Source: an optimization exercise on an open RTL-to-GDS flow (aim: small area). Production flows keep margins and buffers that such runs may drop.
The RTL was checked by simulation tests, not by an equivalence proof against the original design.
Power is estimated from default activity; no workload was simulated.

## design.v

```verilog
`default_nettype none
package pwm_audio_pkg;
  localparam int SAMPLE_PERIOD = 1000;               
  localparam int SAMPLE_W      = 10;                 
  localparam int SAMPLE_CNT_W  = $clog2(SAMPLE_PERIOD);
  localparam logic [SAMPLE_CNT_W-1:0] SAMPLE_LAST = SAMPLE_CNT_W'(SAMPLE_PERIOD - 1);
  localparam int ACC_W = 11;
  localparam logic [ACC_W-1:0] DELTA = ACC_W'(1000);
  localparam int FIFO_W       = 32;
  localparam int DELAY_DEPTH  = 1024;                
  localparam int DELAY_W      = 10;                  
  localparam int NUM_CHANNELS = 8;                   
  localparam int CHAN_W       = 3;
  localparam logic [FIFO_W-1:0] FRAME_MARKER = FIFO_W'(233333);
  typedef struct packed {
    logic              avail;                        
    logic [FIFO_W-1:0] data;
  } fifo_in_t;
  typedef struct packed {
    logic               en;
    logic [CHAN_W-1:0]  chan;                        
    logic [DELAY_W-1:0] delay;                       
  } delay_wr_t;
endpackage : pwm_audio_pkg
`default_nettype wire
`timescale 1ns/1ps
`default_nettype none
module sample_fetch (
  input  wire logic                               PWM_ADC_CLOCK_100M,
  input  wire logic                               arst_n,
  input  wire pwm_audio_pkg::fifo_in_t            audio_fifo,    
  output logic                                    audio_read,    
  output logic [pwm_audio_pkg::SAMPLE_W-1:0]      sample         
);
  logic [pwm_audio_pkg::SAMPLE_CNT_W-1:0] period_cnt;
  logic                                   period_wrap;
  assign period_wrap = (period_cnt == pwm_audio_pkg::SAMPLE_LAST);
  always_ff @(posedge PWM_ADC_CLOCK_100M or negedge arst_n) begin
    if (!arst_n) begin
      period_cnt <= '0;
    end else if (period_wrap) begin
      period_cnt <= '0;                        
    end else begin
      period_cnt <= period_cnt + 1'b1;
    end
  end
  assign audio_read = period_wrap && audio_fifo.avail;
  always_ff @(posedge PWM_ADC_CLOCK_100M or negedge arst_n) begin
    if (!arst_n) begin
      sample <= '0;                            
    end else if (audio_read) begin
      sample <= audio_fifo.data[pwm_audio_pkg::SAMPLE_W-1:0];   
    end
  end
endmodule
`default_nettype wire
`timescale 1ns/1ps
`default_nettype none
module pwm_modulator (
  input  wire logic                               PWM_ADC_CLOCK_100M,
  input  wire logic                               arst_n,
  input  wire logic [pwm_audio_pkg::SAMPLE_W-1:0] sample,
  output logic                                    pwm_out       
);
  logic [pwm_audio_pkg::ACC_W-1:0] acc;
  logic [pwm_audio_pkg::ACC_W-1:0] acc_base;      
  logic [pwm_audio_pkg::ACC_W-1:0] sample_ext;
  logic                            over_th;
  assign sample_ext = {{(pwm_audio_pkg::ACC_W - pwm_audio_pkg::SAMPLE_W){1'b0}}, sample};
  assign over_th  = (acc >= pwm_audio_pkg::DELTA);
  assign acc_base = over_th ? (acc - pwm_audio_pkg::DELTA) : acc;
  always_ff @(posedge PWM_ADC_CLOCK_100M or negedge arst_n) begin
    if (!arst_n) begin
      acc     <= '0;
      pwm_out <= 1'b0;
    end else begin
      acc     <= acc_base + sample_ext;      
      pwm_out <= over_th;                    
    end
  end
endmodule
`default_nettype wire
`timescale 1ns/1ps
`default_nettype none
module delay_line (
  input  wire logic                                  PWM_ADC_CLOCK_100M,
  input  wire logic                                  arst_n,
  input  wire logic                                  pwm_out,
  output logic [pwm_audio_pkg::DELAY_DEPTH-1:0]      history     
);
  always_ff @(posedge PWM_ADC_CLOCK_100M or negedge arst_n) begin
    if (!arst_n) begin
      history <= '0;
    end else begin
      history <= {history[pwm_audio_pkg::DELAY_DEPTH-2:0], pwm_out};   
    end
  end
endmodule
`default_nettype wire
`timescale 1ns/1ps
`default_nettype none
module delay_table_loader (
  input  wire logic                     PWM_ADC_CLOCK_100M,
  input  wire logic                     arst_n,
  input  wire pwm_audio_pkg::fifo_in_t  delay_fifo,    
  output logic                          delay_read,    
  output pwm_audio_pkg::delay_wr_t      delay_wr       
);
  typedef enum logic {
    ST_IDLE    = 1'b0,                     
    ST_LOADING = 1'b1                      
  } state_t;
  state_t                        state;
  logic [pwm_audio_pkg::CHAN_W:0] idx;      
  logic                          is_marker;
  logic                          idx_ok;
  assign delay_read = arst_n && delay_fifo.avail;    
  assign is_marker = (delay_fifo.data == pwm_audio_pkg::FRAME_MARKER);
  assign idx_ok    = (idx < pwm_audio_pkg::NUM_CHANNELS);
  always_ff @(posedge PWM_ADC_CLOCK_100M or negedge arst_n) begin
    if (!arst_n) begin
      state    <= ST_IDLE;
      idx      <= '0;
      delay_wr <= '0;
    end else begin
      delay_wr.en <= 1'b0;                 
      if (delay_fifo.avail) begin
        case (state)
          ST_IDLE: begin
            if (is_marker) begin
              state <= ST_LOADING;         
              idx   <= '0;
            end
          end
          ST_LOADING: begin
            if (is_marker) begin
              state <= ST_IDLE;            
            end else if (idx_ok) begin
              delay_wr.en    <= 1'b1;
              delay_wr.chan  <= idx[pwm_audio_pkg::CHAN_W-1:0];
              delay_wr.delay <= delay_fifo.data[pwm_audio_pkg::DELAY_W-1:0];
              idx            <= idx + 1'b1;
            end
          end
          default: begin
            state <= ST_IDLE;
          end
        endcase
      end
    end
  end
endmodule
`default_nettype wire
`timescale 1ns/1ps
`default_nettype none
module speaker_tap #(
  parameter int CHANNEL = 0                        
) (
  input  wire logic                                  PWM_ADC_CLOCK_100M,
  input  wire logic                                  arst_n,
  input  wire pwm_audio_pkg::delay_wr_t              delay_wr,
  input  wire logic [pwm_audio_pkg::DELAY_DEPTH-1:0] history,
  output logic                                       speaker
);
  logic [pwm_audio_pkg::DELAY_W-1:0] delay;        
  logic                              wr_hit;
  assign wr_hit = delay_wr.en &&
                  (delay_wr.chan == pwm_audio_pkg::CHAN_W'(CHANNEL));
  always_ff @(posedge PWM_ADC_CLOCK_100M or negedge arst_n) begin
    if (!arst_n) begin
      delay   <= '0;                  
      speaker <= 1'b0;
    end else begin
      if (wr_hit) begin
        delay <= delay_wr.delay;      
      end
      speaker <= history[delay];      
    end
  end
endmodule
`default_nettype wire
`timescale 1ns/1ps
`default_nettype none
module pwm_audio_top (
  input  wire logic                                   PWM_ADC_CLOCK_100M,
  input  wire logic                                   arst_n,
  input  wire logic [pwm_audio_pkg::FIFO_W:0]         audio_fifo,    
  output logic                                        audio_read,
  input  wire logic [pwm_audio_pkg::FIFO_W:0]         delay_fifo,    
  output logic                                        delay_read,
  output logic                                        pwm_out,
  output logic [pwm_audio_pkg::NUM_CHANNELS-1:0]      speakers
);
  logic [pwm_audio_pkg::SAMPLE_W-1:0]    sample;     
  logic [pwm_audio_pkg::DELAY_DEPTH-1:0] history;    
  pwm_audio_pkg::delay_wr_t              delay_wr;   
  sample_fetch u_sample_fetch (
    .PWM_ADC_CLOCK_100M (PWM_ADC_CLOCK_100M),
    .arst_n             (arst_n),
    .audio_fifo         (audio_fifo),
    .audio_read         (audio_read),
    .sample             (sample)
  );
  pwm_modulator u_pwm_modulator (
    .PWM_ADC_CLOCK_100M (PWM_ADC_CLOCK_100M),
    .arst_n             (arst_n),
    .sample             (sample),
    .pwm_out            (pwm_out)
  );
  delay_line u_delay_line (
    .PWM_ADC_CLOCK_100M (PWM_ADC_CLOCK_100M),
    .arst_n             (arst_n),
    .pwm_out            (pwm_out),
    .history            (history)
  );
  delay_table_loader u_delay_table_loader (
    .PWM_ADC_CLOCK_100M (PWM_ADC_CLOCK_100M),
    .arst_n             (arst_n),
    .delay_fifo         (delay_fifo),
    .delay_read         (delay_read),
    .delay_wr           (delay_wr)
  );
  for (genvar k = 0; k < pwm_audio_pkg::NUM_CHANNELS; k++) begin : g_tap
    speaker_tap #(
      .CHANNEL (k)
    ) u_speaker_tap (
      .PWM_ADC_CLOCK_100M (PWM_ADC_CLOCK_100M),
      .arst_n             (arst_n),
      .delay_wr           (delay_wr),
      .history            (history),
      .speaker            (speakers[k])
    );
  end
endmodule
`default_nettype wire
```

## run.sh

```bash
#!/bin/bash
# synth_recipe.tcl (not shown) runs the flow's synth.tcl, then flattens the netlist and writes it again
# the make line also repeats each setting of config.mk as NAME=value (left out here)
make -C /OpenROAD-flow-scripts/flow DESIGN_CONFIG=/design/flow/config.mk WORK_HOME=/design/flow/orfs CLKGATE_MAP_FILE= SYNTH_SCRIPT=/design/flow/synth_recipe.tcl finish
```

## config.mk

```make
export PLATFORM = sky130hd
export DESIGN_NAME = pwm_audio_top
export DESIGN_NICKNAME = pwm_audio_top
export VERILOG_FILES = /design/flow/design.v
export SDC_FILE = /design/flow/constraint.sdc
export NUM_CORES = 4
export LEC_CHECK = 0
export CAP_MARGIN = 20
export CORE_MARGIN = 2
export CORE_UTILIZATION = 30
export SLEW_MARGIN = 20
```

## constraint.sdc

```tcl
create_clock -name core_clock -period 10.0 [get_ports {PWM_ADC_CLOCK_100M}]
set_input_delay 2.0000 -clock core_clock [delete_from_list [all_inputs] [get_ports {PWM_ADC_CLOCK_100M}]]
set_output_delay 2.0000 -clock core_clock [all_outputs]
set_load 0.01 [all_outputs]
```

==> run summary <==
[path summary, 6_finish.rpt]
kind | from | to | slack, ns
worst max-delay path | g_tap[3].u_speaker_tap.delay[4] | g_tap[3].u_speaker_tap.speaker | 3.27
worst min-delay path | u_pwm_modulator.pwm_out | u_delay_line.history[0] | 0.42
worst max register to register | g_tap[3].u_speaker_tap.delay[4] | g_tap[3].u_speaker_tap.speaker | 3.27
worst min register to register | u_pwm_modulator.pwm_out | u_delay_line.history[0] | 0.42
max in group asynchronous | arst_n | g_tap[4].u_speaker_tap.delay[1] | 5.52
min in group asynchronous | arst_n | u_delay_line.history[612] | 1.01
[layer usage]
metal,routed length [um],GRT usage (%)
met5,766,0.674
met4,50300,22.7
met3,93100,17.9
met2,218000,43.1
met1,175000,36.7
[cell families after synthesis]
kind of cell,Yosys count
compound gates,1381
fa+ha+maj,16
flops,1163
xor+xnor,19
simple gates,1030
buf+inv,806
mux,2529
[critical path: stages, from the launching register on]
cell and delay, ns:
dfrtp_2 0.94, buf_12 0.41, or3b_2 0.80, buf_4 0.33, o22ai_1 0.18, a211oi_1 0.14, a22oi_1 0.98, buf_4 0.30
o2111ai_1 0.22, nor4_1 1.21, a32oi_1 0.53, o211ai_1 0.49
[state kept, by name, summed over array words and instances, names as in the netlist]
name	count
u_delay_table_loader.delay_wr	14
u_pwm_modulator.acc	11
g_tap.u_speaker_tap.delay	80
u_sample_fetch.sample	10
u_pwm_modulator.pwm_out	1
u_sample_fetch.period_cnt	10
u_delay_table_loader.idx	4
u_delay_line.history	1024
u_delay_table_loader.state	1
g_tap.u_speaker_tap.speaker	8
[per-stage QoR]
stage	power, mW	hold slack (ns)	std cells	cell area [um2]
2_1_floorplan	9.59	0.352	6944	98500
3_3_place_gp	13.4	0.407	10887	103000
3_5_place_dp	13.4	0.417	10887	103000
4_1_cts	19.0	0.442	11149	108000
5_1_grt	19.5	0.456	11156	108000
6_report	19.7	0.416	11208	108000
[cell type report]
| cell class | count | area, um2 |
|---|---|---|
| antenna | 57 | 143 |
| clock buffer | 208 | 4280 |
| clock inverter | 54 | 586 |
| fill | 31752 | 219000 |
| inverter | 29 | 109 |
| multi-input combinational | 4975 | 65000 |
| sequential | 1163 | 29200 |
| tap | 4346 | 5440 |
| timing repair buffer | 376 | 3340 |
[power groups by stage]
stage / logic (mW) / clock network (mW) / registers [mW]
final: 8.46 / 5.68 / 5.52
after global routing: 8.18 / 5.87 / 5.48
after CTS: 7.84 / 5.70 / 5.47
after detailed placement: 7.84 / 0 / 5.55
after global placement: 7.80 / 0 / 5.55
after floorplan: 4.61 / 0 / 4.97
[placed cells by master (no fill, tap or decap), types with 18 or more instances in the layout]
| cell type | instances |
|---|---|
| a2111oi_0 | 21 |
| a211oi_1 | 160 |
| a21oi_1 | 155 |
| a221oi_1 | 20 |
| a22o_1 | 45 |
| a22oi_1 | 494 |
| and2_1 | 18 |
| buf_12 | 30 |
| buf_4 | 290 |
| clkbuf_1 | 29 |
| clkbuf_16 | 152 |
| clkbuf_8 | 27 |
| clkdlybuf4s50_1 | 55 |
| clkinv_2 | 26 |
| dfrtp_1 | 1123 |
| dfrtp_2 | 23 |
| diode_2 | 57 |
| inv_1 | 24 |
| mux2_2 | 102 |
| mux2i_1 | 554 |
| mux4_1 | 109 |
| mux4_2 | 1755 |
| nand2_1 | 307 |
| nand2b_1 | 43 |
| nand3_1 | 124 |
| nand3b_1 | 22 |
| nand4_1 | 45 |
| nor2_1 | 133 |
| nor2b_1 | 43 |
| nor3_1 | 81 |
| nor4_1 | 31 |
| o211ai_1 | 38 |
| o21ai_0 | 160 |
| o221ai_1 | 41 |
| o22ai_1 | 156 |
| or3_1 | 21 |
| or4_1 | 18 |
==> results.cfg <==
[place]
pre_cts_ws_ns = 4.01
port_buffers = 56
routabilityCongestion = 1.10
hpwl_um = 350000

[floorplanning]
die_h_um = 577
core.rowCount = 210
die_x_um = 577
core-area_mm2 = 0.327
die-area_mm2 = 0.333
initial_utilization_pct = 30.1
io_pins = 79

[worst_setup_path]
cp_data_required_time_ns = 10.72
startpoint_type = flip-flop
critPathMaxFanout = 31
ff2ff_path_depth = 11
worstPathArrival_ns = 7.45
endpoint_kind = flip-flop
worstSetupPathType = reg2reg

[yosys]
syn_area_mm2 = 0.0985
avgSynthCellArea_um2 = 14.2
yosys.area_share.simple_pct = 5.29
synth_area_leaders = mux4_2, dfrtp_1, mux2i_1, a22oi_1, mux4_1
yosys-top-cells-count = mux4_2, dfrtp_1, mux2i_1
synth_edf_count = 0
synth_top_area_cell = mux4_2
synth_top_family_by_area = multiplexers
yosysMostFrequentCell = mux4_2
synth.distinct_cells = 87
synth_nets = 7028
synth_top_flop_cell = dfrtp_1
synthCells = 6944
async_flop_share_pct = 100
synth_top_area_share_pct = 40.1
yosys_warnings = 12
yosysSeqAreaShare_pct = 29.6
synthAdderAreaFrac_pct = 0.211
synth_mux_area_share_pct = 50.1
synth_seq_cells = 1163
synth_xor_area_share_pct = 0.169
synth_compound_area_share_pct = 9.76

[drt]
viasPerCell = 7.65
remaining_drc_errors = 0
drtIter0Drc = 16336
ant_nets = 0
finalWirelength_um = 536000
first_pass_iters = 7
vias = 85732
wl_per_cell_um = 47.8

[timing]
period_share_pct = 67.3
setup_viol = 0
tns_ns = 0
rsz0062_at_grt = no
relSlewSlack_pct = 6.12
hold_viol = 0
min_period_ns = 6.73
finalMaxSlewViolations = 0
worst_slew_pin_slew_ns = 1.41
finalWorstSetupSlack_ns = 3.27
fmax_mhz = 149
finClkSkew_ns = 0.0679

[global_route]
track_usage_pct = 31.5
gr-total-overflow = 0
grt_pass1_wl_um = 726000
grt_max_degree = 160
grt_antenna_before_repair = 70
grt_pass1_vias = 81518

[power]
powerDensity_mw_per_mm2 = 182
p_leak_nw = 36.6
vdd_drop_max_v = 0.000267
power_frac_seq_pct = 28.1
combPwrFrac_pct = 43.0
clkPwrFrac_pct = 28.9
netSwitchingPower_mw = 9.28
switching_share_pct = 47.2
p_int_mw = 10.4

[clock_network]
htree_levels = 4
cts.repair.resized = 0
clk_pin_slew_ns = 0.06
clk_latency_ns = 0.90
cts_hold_buf = 0
post-cts-setup-buffers = 0
numCtsBuffers = 151
cts-root-buf = clkbuf_16
clock_path_buffers = 4
clkSinkCount = 1163
cts_tree = yes

[final_layout]
fin_util_pct = 33.1
fin_nets = 6780
areaGrowthSynthToFinish_pct = 9.76
drive_above_1_share_pct = 37.8

[status]
status = finished clean

[worst_hold_path]
hold_path.class = reg2reg
holdPathStages = 0

[run]
maxCapViolations = 0

-- port drivers added, routing unchanged --
The flow's constraints put no driver on any port. The routed layout listed below was extracted and timed again, unchanged, in two steps. Step 1, drivers: a clkbuf_16 drives PWM_ADC_CLOCK_100M and a buf_2 each remaining input, both assumed. Step 2 times the ports against the registers' clock, not the clock port: input delays grow and output delays shrink by t, the midpoint of the rising clock arrivals with the driver on. Slacks: no drivers / after step 1 / after step 2; pairs: no drivers / after step 1.
shift t [ns]: 0.980
setup WS [ns]: 3.274 / 3.274 / 3.274
slew at the worst register clock pin (ns): 0.07 / 0.07
After both steps setup and hold are still met in this run. The setup slack of this run moves by 0.000 ns with the drivers and by 0.000 ns with both steps.
